Background: an optimization exercise with open tools, aiming at small area, a short achievable clock period and few clock cycles per item. Do not read the settings as production practice. The RTL was checked by simulation tests, not by an equivalence proof against the original design. Power is estimated from default activity; no workload was simulated.

==> config.mk <==
export PLATFORM = sky130hd
export DESIGN_NAME = abp_sender_with_queue_unit
export DESIGN_NICKNAME = abp_sender_with_queue_unit
export VERILOG_FILES = /design/flow/design.v
export SDC_FILE = /design/flow/constraint.sdc
export NUM_CORES = 4
export LEC_CHECK = 0
export CAP_MARGIN = 20
export CORE_MARGIN = 2
export CORE_UTILIZATION = 40
export SLEW_MARGIN = 20
==> constraint.sdc <==
create_clock -name core_clock -period 11.0 [get_ports {clk_i}]
set_input_delay 2.2000 -clock core_clock [delete_from_list [all_inputs] [get_ports {clk_i}]]
set_output_delay 2.2000 -clock core_clock [all_outputs]
set_load 0.01 [all_outputs]
==> design.v <==
`timescale 1ns / 1ps
`default_nettype none
package abp_pkg;
  localparam int unsigned QUEUE_DEPTH_DEF = 16;
  localparam logic [15:0] TIMEOUT_RESET = 16'd15;
  localparam int unsigned PAYLOAD_BYTES = 20;
  localparam int unsigned PAYLOAD_W     = 8 * PAYLOAD_BYTES;
  localparam int unsigned PSUM_W = 13;
  localparam int unsigned ENTRY_W = PAYLOAD_W + PSUM_W;
  typedef enum logic [1:0] {
    CMD_MSG  = 2'd0,
    CMD_ACK  = 2'd1,
    CMD_TICK = 2'd2,
    CMD_NONE = 2'd3
  } cmd_e;
  typedef struct packed {
    logic [63:0]              lo;
    logic [63:0]              mid;
    logic [31:0]              hi;
    logic signed [PSUM_W-1:0] psum;
  } entry_t;
  typedef struct packed {
    logic push;
    logic pop;
  } qctl_t;
  function automatic logic signed [PSUM_W-1:0] payload_sum(
    input logic [63:0] lo,
    input logic [63:0] mid,
    input logic [31:0] hi
  );
    logic [PAYLOAD_W-1:0]        bytes;
    logic [31:0][PSUM_W-1:0]     part;
    logic [7:0]                  b;
    bytes = {hi, mid, lo};
    part  = '0;
    for (int i = 0; i < PAYLOAD_BYTES; i++) begin
      b       = bytes[8*i +: 8];
      part[i] = {{(PSUM_W-8){b[7]}}, b};
    end
    for (int w = 16; w > 0; w = w >> 1) begin
      for (int i = 0; i < w; i++) begin
        part[i] = part[2*i] + part[2*i+1];
      end
    end
    payload_sum = part[0];
  endfunction
  function automatic logic [31:0] pkt_checksum(
    input logic                     seq,
    input logic                     ack,
    input logic signed [PSUM_W-1:0] psum
  );
    pkt_checksum = {{(32-PSUM_W){psum[PSUM_W-1]}}, psum} + {31'd0, seq} + {31'd0, ack};
  endfunction
endpackage
`default_nettype wire
`timescale 1ns / 1ps
`default_nettype none
module abp_queue #(
  parameter int unsigned DEPTH = abp_pkg::QUEUE_DEPTH_DEF
) (
  input  wire                         clk_i,
  input  wire                         rst_ni,
  input  abp_pkg::qctl_t              ctl_i,
  input  abp_pkg::entry_t             wdata_i,
  output abp_pkg::entry_t             head_o,
  output logic [$clog2(DEPTH+1)-1:0]  count_o,
  output logic [$clog2(DEPTH+1)-1:0]  count_next_o
);
  localparam int unsigned PTR_W = $clog2(DEPTH);
  localparam int unsigned CNT_W = $clog2(DEPTH + 1);
  logic [abp_pkg::ENTRY_W-1:0] mem [DEPTH];
  abp_pkg::entry_t rd_q;
  logic [PTR_W-1:0] head_q, head_d;
  logic [PTR_W-1:0] tail_q, tail_d;
  logic [CNT_W-1:0] count_q, count_d;
  function automatic logic [PTR_W-1:0] ptr_inc(input logic [PTR_W-1:0] p);
    ptr_inc = (p == PTR_W'(DEPTH - 1)) ? '0 : p + 1'b1;
  endfunction
  always_comb begin
    head_d  = ctl_i.pop ? ptr_inc(head_q) : head_q;
    tail_d  = ctl_i.push ? ptr_inc(tail_q) : tail_q;
    count_d = count_q + CNT_W'(ctl_i.push) - CNT_W'(ctl_i.pop);
  end
  always_ff @(posedge clk_i or negedge rst_ni) begin
    if (!rst_ni) begin
      head_q  <= '0;
      tail_q  <= '0;
      count_q <= '0;
    end else begin
      head_q  <= head_d;
      tail_q  <= tail_d;
      count_q <= count_d;
    end
  end
  always_ff @(posedge clk_i) begin
    if (ctl_i.push) begin
      mem[tail_q] <= wdata_i;
    end
  end
  always_ff @(posedge clk_i) begin
    if (ctl_i.push && (tail_q == head_d)) begin
      rd_q <= wdata_i;
    end else begin
      rd_q <= mem[head_d];
    end
  end
  assign head_o       = rd_q;
  assign count_o      = count_q;
  assign count_next_o = count_d;
endmodule
`default_nettype wire
`timescale 1ns / 1ps
`default_nettype none
module abp_sender_with_queue_unit #(
  parameter int unsigned QUEUE_DEPTH = abp_pkg::QUEUE_DEPTH_DEF
) (
  input  wire         clk_i,
  input  wire         rst_ni,
  input  wire         cfg_we_i,
  input  wire  [15:0] cfg_wdata_i,
  input  wire         in_valid_i,
  output logic        in_ready_o,
  input  wire  [1:0]  in_cmd_i,
  input  wire         in_seq_i,
  input  wire         in_ack_i,
  input  wire  [31:0] in_checksum_i,
  input  wire  [63:0] in_payload_lo_i,
  input  wire  [63:0] in_payload_mid_i,
  input  wire  [31:0] in_payload_hi_i,
  output logic        out_valid_o,
  input  wire         out_ready_i,
  output logic        out_sent_o,
  output logic        out_seq_o,
  output logic        out_ack_o,
  output logic [31:0] out_checksum_o,
  output logic [63:0] out_lo_o,
  output logic [63:0] out_mid_o,
  output logic [31:0] out_hi_o,
  output logic        out_dropped_o,
  output logic [4:0]  out_queue_level_o
);
  localparam int unsigned CNT_W  = $clog2(QUEUE_DEPTH + 1);
  localparam int unsigned PSUM_W = abp_pkg::PSUM_W;
  logic [15:0] timeout_q;
  always_ff @(posedge clk_i or negedge rst_ni) begin
    if (!rst_ni) begin
      timeout_q <= abp_pkg::TIMEOUT_RESET;
    end else if (cfg_we_i) begin
      timeout_q <= cfg_wdata_i;
    end
  end
  logic               s1_vld_q;
  logic [1:0]         s1_cmd_q;
  logic               s1_seq_q;
  logic               s1_ack_q;
  logic [31:0]        s1_chk_q;
  logic [63:0]        s1_lo_q;
  logic [63:0]        s1_mid_q;
  logic [31:0]        s1_hi_q;
  logic               out_vld_q;
  logic               fire;
  assign fire       = s1_vld_q && (!out_vld_q || out_ready_i);
  assign in_ready_o = !s1_vld_q || fire;
  always_ff @(posedge clk_i or negedge rst_ni) begin
    if (!rst_ni) begin
      s1_vld_q <= 1'b0;
    end else if (in_ready_o) begin
      s1_vld_q <= in_valid_i;
    end
  end
  always_ff @(posedge clk_i) begin
    if (in_valid_i && in_ready_o) begin
      s1_cmd_q <= in_cmd_i;
      s1_seq_q <= in_seq_i;
      s1_ack_q <= in_ack_i;
      s1_chk_q <= in_checksum_i;
      s1_lo_q  <= in_payload_lo_i;
      s1_mid_q <= in_payload_mid_i;
      s1_hi_q  <= in_payload_hi_i;
    end
  end
  logic        wait_q, wait_d;
  logic        exp_ack_q, exp_ack_d;
  logic        seq_q, seq_d;
  logic [63:0] cur_lo_q, cur_lo_d;
  logic [63:0] cur_mid_q, cur_mid_d;
  logic [31:0] cur_hi_q, cur_hi_d;
  logic [31:0] cur_chk_q, cur_chk_d;
  logic [15:0] timer_q, timer_d;
  abp_pkg::qctl_t  qctl;
  abp_pkg::entry_t q_wdata;
  abp_pkg::entry_t q_head;
  logic [CNT_W-1:0] q_count;
  logic [CNT_W-1:0] q_count_next;
  abp_queue #(
    .DEPTH (QUEUE_DEPTH)
  ) u_queue (
    .clk_i        (clk_i),
    .rst_ni       (rst_ni),
    .ctl_i        (qctl),
    .wdata_i      (q_wdata),
    .head_o       (q_head),
    .count_o      (q_count),
    .count_next_o (q_count_next)
  );
  logic signed [PSUM_W-1:0] in_psum;
  logic [31:0]              ack_chk;
  logic [15:0]              timer_start;
  logic                     snd;
  logic                     src_head;
  logic                     src_cur;
  logic                     drop;
  logic [63:0]              snd_lo;
  logic [63:0]              snd_mid;
  logic [31:0]              snd_hi;
  logic [31:0]              snd_chk;
  assign in_psum     = abp_pkg::payload_sum(s1_lo_q, s1_mid_q, s1_hi_q);
  assign ack_chk     = abp_pkg::pkt_checksum(s1_seq_q, s1_ack_q, in_psum);
  assign timer_start = (timeout_q == '0) ? 16'd1 : timeout_q;
  assign q_wdata     = {s1_lo_q, s1_mid_q, s1_hi_q, in_psum};
  always_comb begin
    wait_d    = wait_q;
    exp_ack_d = exp_ack_q;
    seq_d     = seq_q;
    timer_d   = timer_q;
    qctl      = '0;
    snd       = 1'b0;
    src_head  = 1'b0;
    src_cur   = 1'b0;
    drop      = 1'b0;
    if (fire) begin
      unique case (s1_cmd_q)
        abp_pkg::CMD_MSG: begin
          if (!wait_q) begin
            snd       = 1'b1;
            if (q_count != '0) begin
              src_head  = 1'b1;
              qctl.pop  = 1'b1;
              qctl.push = 1'b1;
            end
          end else if (q_count < CNT_W'(QUEUE_DEPTH)) begin
            qctl.push = 1'b1;
          end else begin
            drop = 1'b1;
          end
        end
        abp_pkg::CMD_ACK: begin
          if (wait_q && (s1_ack_q == exp_ack_q) && (ack_chk == s1_chk_q)) begin
            wait_d    = 1'b0;
            timer_d   = '0;
            exp_ack_d = ~exp_ack_q;
            seq_d     = ~seq_q;
            if (q_count != '0) begin
              snd      = 1'b1;
              src_head = 1'b1;
              qctl.pop = 1'b1;
            end
          end
        end
        abp_pkg::CMD_TICK: begin
          if (timer_q != '0) begin
            timer_d = timer_q - 16'd1;
            if (timer_q == 16'd1) begin
              snd     = 1'b1;
              src_cur = 1'b1;
            end
          end
        end
        default: begin
        end
      endcase
    end
    if (src_cur) begin
      snd_lo  = cur_lo_q;
      snd_mid = cur_mid_q;
      snd_hi  = cur_hi_q;
      snd_chk = cur_chk_q;
    end else if (src_head) begin
      snd_lo  = q_head.lo;
      snd_mid = q_head.mid;
      snd_hi  = q_head.hi;
      snd_chk = abp_pkg::pkt_checksum(seq_d, 1'b0, q_head.psum);
    end else begin
      snd_lo  = s1_lo_q;
      snd_mid = s1_mid_q;
      snd_hi  = s1_hi_q;
      snd_chk = abp_pkg::pkt_checksum(seq_d, 1'b0, in_psum);
    end
    cur_lo_d  = cur_lo_q;
    cur_mid_d = cur_mid_q;
    cur_hi_d  = cur_hi_q;
    cur_chk_d = cur_chk_q;
    if (snd) begin
      cur_lo_d  = snd_lo;
      cur_mid_d = snd_mid;
      cur_hi_d  = snd_hi;
      cur_chk_d = snd_chk;
      wait_d    = 1'b1;
      timer_d   = timer_start;
    end
  end
  always_ff @(posedge clk_i or negedge rst_ni) begin
    if (!rst_ni) begin
      wait_q    <= 1'b0;
      exp_ack_q <= 1'b0;
      seq_q     <= 1'b0;
      cur_lo_q  <= '0;
      cur_mid_q <= '0;
      cur_hi_q  <= '0;
      cur_chk_q <= '0;
      timer_q   <= '0;
    end else begin
      wait_q    <= wait_d;
      exp_ack_q <= exp_ack_d;
      seq_q     <= seq_d;
      cur_lo_q  <= cur_lo_d;
      cur_mid_q <= cur_mid_d;
      cur_hi_q  <= cur_hi_d;
      cur_chk_q <= cur_chk_d;
      timer_q   <= timer_d;
    end
  end
  logic        r_sent_q;
  logic        r_seq_q;
  logic [31:0] r_chk_q;
  logic [63:0] r_lo_q;
  logic [63:0] r_mid_q;
  logic [31:0] r_hi_q;
  logic        r_drop_q;
  logic [4:0]  r_level_q;
  always_ff @(posedge clk_i or negedge rst_ni) begin
    if (!rst_ni) begin
      out_vld_q <= 1'b0;
    end else if (fire) begin
      out_vld_q <= 1'b1;
    end else if (out_ready_i) begin
      out_vld_q <= 1'b0;
    end
  end
  always_ff @(posedge clk_i) begin
    if (fire) begin
      r_sent_q  <= snd;
      r_seq_q   <= snd ? seq_d : 1'b0;
      r_chk_q   <= snd ? snd_chk : 32'd0;
      r_lo_q    <= snd ? snd_lo : 64'd0;
      r_mid_q   <= snd ? snd_mid : 64'd0;
      r_hi_q    <= snd ? snd_hi : 32'd0;
      r_drop_q  <= drop;
      r_level_q <= 5'(q_count_next);
    end
  end
  assign out_valid_o        = out_vld_q;
  assign out_sent_o         = r_sent_q;
  assign out_seq_o          = r_seq_q;
  assign out_ack_o          = 1'b0;
  assign out_checksum_o     = r_chk_q;
  assign out_lo_o           = r_lo_q;
  assign out_mid_o          = r_mid_q;
  assign out_hi_o           = r_hi_q;
  assign out_dropped_o      = r_drop_q;
  assign out_queue_level_o  = r_level_q;
endmodule
`default_nettype wire
==> run.sh <==
#!/bin/bash
# synth_recipe.tcl (not shown) runs the flow's synth.tcl, then flattens the netlist and writes it again
# the make line also repeats each setting of config.mk as NAME=value (left out here)
make -C /OpenROAD-flow-scripts/flow DESIGN_CONFIG=/design/flow/config.mk WORK_HOME=/design/flow/orfs CLKGATE_MAP_FILE= SYNTH_SCRIPT=/design/flow/synth_recipe.tcl finish
==> results.cfg <==
[status]
status = complete, no violations

[worst_hold_path]
hold_path_depth = 0
hold_class = register to register
hold_end = u_queue.mem[1][57]
hold_start = s1_mid_q[12]

[worst_setup_path]
cpPeakStageDelay_ns = 1.00
path_class = register to register
reg2reg_depth = 28
critPathCaptureType = register
cpMostUsedCell = fa_1
cp_slowest_cell = o21ai_0
startpoint_type = register
critPathRequiredTime_ns = 11.64
r2r-start = s1_mid_q[48]
critPathArrivalTime_ns = 11.24
crit_fanout = 13
r2r-end = r_chk_q[17]
r2r_setup_slack_ns = 0.39

[timing]
setup_ws_ns = 0.392
min_period_over_period_pct = 96.4
slew_violations = 0
fin_tns_setup_ns = 0
hold_viol = 0
max_freq_ghz = 0.0943
post-route-min-period_ns = 10.61
finalClockSkew_ns = 0.0966
max_slew_margin_pct = 19.2
tightest_slew_ns = 1.20
setup_viol = 0

[logic_synthesis]
synth.distinct_cells = 68
ys_warn_count = 2
ys_ff_latch = 3410
syn_area_per_cell_um2 = 20.0
synth_cells = 6786
syn_nets = 7201
synth_edf_count = 3164
async_reset_ff_share_pct = 7.10
yosysSeqAreaShare_pct = 74.4
syn_area_um2 = 136000
ys.flop_type = edfxtp_1

[power_and_ir_drop]
ir_drop_uv = 3380
power_leakage_nw = 52.2
share_comb_of_total_power_pct = 42.5
p_int_mw = 33.9
report.power.total_mw = 55.4
swShare_pct = 38.8
power.switching_mw = 21.5
seqPwrFrac_pct = 35.5
power_density_nw_per_um2 = 346
clkPwrFrac_pct = 22.0

[placement]
dp_hpwl_um = 223000
io_buffers = 418
dp_worst_setup_slack_ns = 0.260
gp_congestion = 0.842

[clocking]
hold_buffers = 0
clockBufferDepth = 4
cts_num_sinks = 3410
cts-buffers-inserted = 359
htree_num_levels = 5
root_buffer = clkbuf_16
clk_latency_ns = 0.98
path_clk_slew_ns = 0.06
cts_tree = yes

[floorplan]
die_h_um = 587
core_area_um2 = 339000
ios = 420
start_util_pct = 40.1
num_rows = 214
dieWidth_um = 587
die_area_um2 = 345000

[finish]
drive_above_1_share_pct = 23.4
syn2layout_area_growth_pct = 17.6
nets = 7995
final_util_pct = 47.2

[run]
drv_cap = 0

[detailed_routing]
first_pass_iters = 6
routed_wl_um = 398000
drc = 0
wl_per_cell_um = 32.0
route.vias.total = 71891
dr.first_iter.drc_count = 9048
final_antenna_net_count = 0
via_per_inst = 5.78

[global_routing]
grt_pass1_wl_um = 553000
track_usage_pct = 22.6
antenna_found_initial = 32
grt_overflow = 0
grt_max_degree = 137
grt_pass1_vias = 71004
==> critical path: cells and delay by family (launching register included) <==
kind	cells	cell delay [ns]
AND/OR/NAND/NOR	6	2.06
adder cells (fa/ha/maj)	9	4.17
XOR/XNOR	1	0.19
buffers and inverters	5	0.76
AO/OA/AOI/OAI	7	2.55
flip-flops	1	0.57
==> cells in the mapped netlist (18+ instances only) <==
master    instances  area [um2]
mux2_2           69         777
buf_1            62         233
a211oi_1        119         893
a21o_1           47         353
o21a_1           48         360
fa_1            158        3160
nor2_1          233         875
clkbuf_1        244         916
o21ai_0         136         681
mux2i_1          60         601
a21oi_1          53         265
xnor2_1          35         307
nor3_1          249        1250
ha_1             40         500
nand2_1         255         957
dfrtp_1         238        5960
nand3_1          19        95.1
edfxtp_1       3164       95000
mux4_2          814       18300
o31ai_1         212        1590
and2_1           18         113
buf_2            60         300
inv_1           274        1030
==> through the flow <==
step | hold WS (ns) | cells | area, um2
finish | 0.461 | 12436 | 160000
global route | 0.473 | 12429 | 160000
CTS | 0.479 | 12292 | 159000
detailed placement | 0.466 | 11627 | 147000
global placement | 0.459 | 11625 | 147000
floorplan | 0.449 | 6786 | 136000
==> cells by family after synthesis <==
logic type	share of synthesized area, %
other	0.00276
adder cells (fa/ha/maj)	2.69
multiplexers	14.5
AND/OR/NAND/NOR	2.87
flip-flops	74.4
AO/OA/AOI/OAI	3.35
XOR/XNOR	0.345
buffers and inverters	1.87
==> placed cells by master, fill, tap and decap left out, types with 15 or more instances in the layout <==
master              n
o31ai_1           207
xor2_1             16
clkdlybuf4s50_1   417
xnor2_1            35
a21o_1             47
nand3_1            19
a21oi_1            52
o21a_1             48
ha_1               39
clkbuf_8           44
inv_1             273
nand4_1            15
nand2_1           255
buf_12             42
clkbuf_16         361
o21ai_0           136
mux4_2            814
fa_1              158
edfxtp_1         3164
nor4_1             16
clkinv_2           51
clkinv_1           47
dfrtp_1           238
nor3_1            249
nor2_1            229
mux2_2             69
clkbuf_1           95
mux2i_1            60
bufinv_16          26
buf_4             341
diode_2            16
a211oi_1          118
==> power by group through the flow <==
stage          combinational, mW  clock [mW]  sequential, mW
2_1_floorplan               14.2           0            19.4
3_3_place_gp                22.7           0            20.2
3_5_place_dp                23.0           0            20.1
4_1_cts                     23.1        12.4            19.8
5_1_grt                     24.9        12.9            19.5
6_report                    23.5        12.2            19.7
==> area by class of cell <==
cell class / count / area (um2)
Clock buffer: 500 / 10000
Tap cell: 4536 / 5680
Timing Repair Buffer: 805 / 7610
Fill cell: 28048 / 179000
Clock inverter: 165 / 1920
Multi-Input combinational cell: 2726 / 32500
Sequential cell: 3410 / 101000
Inverter: 278 / 1050
Antenna cell: 16 / 40.0
==> registers in the layout, summed over array words and instances (netlist names), 4 cells and up, named ones only <==
name and cells:
s1_lo_q 64, cur_lo_q 64, cur_mid_q 64, r_lo_q 64, cur_hi_q 32, cur_chk_q 32
r_hi_q 32, timer_q 16, u_queue.mem 2768, u_queue.count_q 5, s1_mid_q 64, u_queue.tail_q 4
r_level_q 5, s1_chk_q 32, r_mid_q 64, s1_hi_q 32, timeout_q 16, u_queue.head_q 4
r_chk_q 32
==> per-layer routing <==
layer  GRT usage [%]  wire, um
met1            32.7    166000
met2            35.2    185000
met3            3.85     33700
met4            6.85     12700
met5               0       105
==> worst max path at each step <==
| stage | start | to | slack, ns |
|---|---|---|---|
| finish | s1_mid_q[48] | r_chk_q[17] | 0.39 |
| floorplan | out_ready_i | u_queue.mem[15][0] | 0.81 |
| global route | s1_lo_q[3] | r_chk_q[18] | -0.06 |
| global placement | s1_mid_q[12] | r_chk_q[18] | 0.48 |
| detailed placement | s1_mid_q[26] | r_chk_q[17] | 0.26 |
| CTS | s1_mid_q[26] | r_chk_q[17] | 0.16 |
==> timing repair <==
action                                  in CTS  in global routing
gates resized for setup                      0                  5
endpoints found under the setup margin       0                 43
buffers inserted                             0                127
Testbench counts, summed over its fixed seeds: cycles 24,016, items 24,000.

## port drivers added, routing unchanged
In the flow no input, the clock included, has a driving cell. The finished layout below was timed again as built, in two steps.
Step 1 (the two cells are an assumption about what drives the block):
set clk [get_ports {clk_i}]
set_driving_cell -lib_cell sky130_fd_sc_hd__clkbuf_16 $clk
set_driving_cell -lib_cell sky130_fd_sc_hd__buf_2 [delete_from_list [all_inputs] $clk]
Step 2, shift: input delay + t, output delay - t, t = (earliest + latest rising clock arrival at the registers) / 2. This alone moves slack from input paths to output paths.
Slacks: ideal / step 1 / step 2; pairs: ideal / step 1.
t, ns: 1.044
slack for setup (ns): 0.392 / 0.392 / 0.392
hold WS [ns]: 0.461 / 0.461 / 0.461
worst setup path at the end: register to register
latest minus earliest clock arrival (ns): 0.097 / 0.096
After both steps setup and hold are still met in this run. The setup slack of this run moves by 0.000 ns with the drivers and by 0.000 ns with both steps.
